This is an optimization exercise on Yosys and OpenROAD, whose aim is small area, a short achievable clock period and few clock cycles, not a production implementation.
Only simulation tests tie the RTL to the original design; equivalence was not proved.

==> flow/design.v (excerpt) <==
module signed_int_to_decimal_ascii_top #(
  parameter int unsigned VALUE_BITS = sitda_pkg::VALUE_BITS_DEF
) (
  input  logic                         clk_i,
  input  logic                         rst_ni,
  input  logic                         in_valid_i,
  output logic                         in_ready_o,
  input  logic signed [VALUE_BITS-1:0] value_i,
  output logic                         out_valid_o,
  input  logic                         out_ready_i,
  output logic [sitda_pkg::CHAR_W-1:0] char_code_o,
  output logic                         last_char_o
);
  localparam int unsigned BcdW = sitda_pkg::BCD_W;
  localparam int unsigned PartW = 33;
  typedef struct packed {
    logic [3:0] n;
    logic       first;
    logic       last;
    logic       neg;
  } nib_t;
  typedef struct packed {
    logic       minus;
    logic [3:0] dig;
    logic       last;
  } och_t;
  logic            f_act_q;   
  logic [7:0]      fptr_q;    
  logic            h_v_q;     
  nib_t            h_q;
  logic            t_v_q;     
  nib_t            t_q;
  logic            cneg_q;    
  logic            czero_q;   
  logic            esingle_q;  
  logic            elast_q;   
  logic [PartW-1:0] bcd_q;
  logic            ebusy_q;
  logic            efirst_q;  
  logic            enegp_q;   
  logic            einc_q;    
  logic [9:0]      p1h_q;     
  logic [BcdW-1:0] dig_q;
  logic            o0_v_q;    
  och_t            o0_q;
  logic        neg;
  logic [31:0] u;
  logic [7:0]  flag;          
  logic [7:0]  first1h;       
  logic [7:0]  sel;
  nib_t        fnib;
  assign neg = value_i[VALUE_BITS-1];
  assign u   = value_i ^ {32{neg}};
  always_comb begin
    flag[0] = 1'b0;
    flag[1] = 1'b1;
    for (int j = 2; j < 8; j++) begin
      flag[j] = |u[4*j +: 4];
    end
    for (int j = 0; j < 8; j++) begin
      first1h[j] = flag[j] && !(|(flag & (8'hFF << (j+1))));
    end
  end
  assign sel = f_act_q ? fptr_q : first1h;
  always_comb begin
    for (int b = 0; b < 4; b++) begin
  ...
export LEC_CHECK = 0
export ABC_AREA = 1
export CAP_MARGIN = 20
export CORE_MARGIN = 2
export CORE_UTILIZATION = 40
export SETUP_SLACK_MARGIN = 2.0
export SLEW_MARGIN = 20
create_clock -name core_clock -period 4.5 [get_ports {clk_i}]
run.sh (not shown) runs the stock make flow with config.mk's settings and CLKGATE_MAP_FILE= SYNTH_SCRIPT=/design/flow/synth_recipe.tcl, a recipe that flattens the netlist after the stock synthesis.
Testbench counts at the start, summed over its fixed seeds: cycles 75,110.
Next try:
--- a/flow/design.v
+++ b/flow/design.v
@@ -99,12 +99,14 @@
   logic            enegp_q;   
   logic            einc_q;    
   logic [9:0]      p1h_q;     
   logic [BcdW-1:0] dig_q;
   logic            o0_v_q;    
   och_t            o0_q;
+  logic            o1_v_q;    
+  och_t            o1_q;
   logic        neg;
   logic [31:0] u;
   logic [7:0]  flag;          
   logic [7:0]  first1h;       
   logic [7:0]  sel;
   nib_t        fnib;
@@ -176,13 +178,13 @@
       end
       db[9] = (b < 2) ? dig_q[36+b] : 1'b0;
       edig[b] = |(db & esel);
     end
     ecin = |(cin & esel);
   end
-  assign take     = !o0_v_q || out_ready_i;
+  assign take     = !o1_v_q;
   assign emit_now = ebusy_q && take;
   assign e_last   = elast_q;
   assign e_free   = !ebusy_q || (take && elast_q);
   assign ech.minus = enegp_q;
   assign ech.dig   = ecin ? sitda_pkg::dig_inc(edig) : edig;
   assign ech.last = e_last;
@@ -216,20 +218,23 @@
   assign in_ready_o = ir_q;
   assign f_act_d    = fetch ? !f_is_last : f_act_q;
   assign fptr0_d    = fetch ? sel[1] : fptr_q[0];
   assign t_v_d      = cons2 ? 1'b0 :
                       (cons1 || !h_v_q) ? (t_v_q && fetch) : (t_v_q || fetch);
   assign fetch      = in_valid_i && (f_is_last ? !t_v_q : (!t_v_q || cons_any));
+  logic pop;
+  assign pop = o0_v_q && out_ready_i;
   always_ff @(posedge clk_i or negedge rst_ni) begin
     if (!rst_ni) begin
       f_act_q <= 1'b0;
       ir_q    <= 1'b0;
       h_v_q   <= 1'b0;
       t_v_q   <= 1'b0;
       ebusy_q <= 1'b0;
       o0_v_q  <= 1'b0;
+      o1_v_q  <= 1'b0;
     end else begin
       f_act_q <= f_act_d;
       ir_q    <= f_act_d && fptr0_d && !t_v_d;
       t_v_q   <= t_v_d;
       if (cons2) begin
         h_v_q <= fetch;
@@ -238,14 +243,17 @@
       end
       if (finish) begin
         ebusy_q <= 1'b1;
       end else if (emit_now && e_last) begin
         ebusy_q <= 1'b0;
       end
-      if (take) begin
-        o0_v_q <= emit_now;
+      if (!o0_v_q || pop) begin
+        o0_v_q <= o1_v_q || emit_now;
+        o1_v_q <= 1'b0;
+      end else if (emit_now) begin
+        o1_v_q <= 1'b1;
       end
     end
   end
   always_ff @(posedge clk_i) begin
     if (fetch) begin
       fptr_q <= sel >> 1;
@@ -287,14 +295,17 @@
       end else begin
         efirst_q <= 1'b0;
         p1h_q    <= esel >> 1;
         elast_q  <= esel[1];
       end
     end
+    if (!o0_v_q || pop) begin
+      o0_q <= o1_v_q ? o1_q : ech;
+    end
     if (emit_now) begin
-      o0_q <= ech;
+      o1_q <= ech;
     end
   end
   assign out_valid_o = o0_v_q;
   assign char_code_o = o0_q.minus ? 8'h2D : {4'h3, sitda_pkg::dig_bin(o0_q.dig)};
   assign last_char_o = o0_q.last;
 endmodule
First-iteration DRC count grows by 53%.
Die area grows by 4.3%.
Non-clock buffer count is higher by 14.
Utilization rises by 0.20 points.
Hold slack is worse by 0.0068 ns.
Sequential share of layout area went down by 0.27 points.
Testbench counts after the change, summed over its fixed seeds: cycles 75,110.

## separate check: timing with driven ports
The results above use ideal ports. As a check the final layouts listed here were re-extracted and re-timed, cells and wires unchanged. Step 1 sets driving cells, clkbuf_16 on the clock port and buf_2 on the other inputs (assumed; they add their load-dependent delay and slew). Step 2 adds t to the input delays and takes it off the output delays; t is the mean of the earliest and latest rising clock arrival at the registers after step 1. Input paths then give back, and output paths get back, about the clock's delay inside the block. Three values: no drivers, after step 1, after step 2; two values: the first two.
run | shift t [ns] | setup slack, ns | worst data-port slew with drivers (ns) | cell pins on the clock port's net
the first run | 0.460 | 2.080 / 2.034 / 1.665 | 0.05 | 1
the second run | 0.462 | 2.078 / 2.043 / 1.609 | 0.05 | 1
After both steps every run listed still meets setup and hold. The setup slack of the second run, which loses most, moves by -0.035 ns with the drivers and by -0.469 ns with both steps.
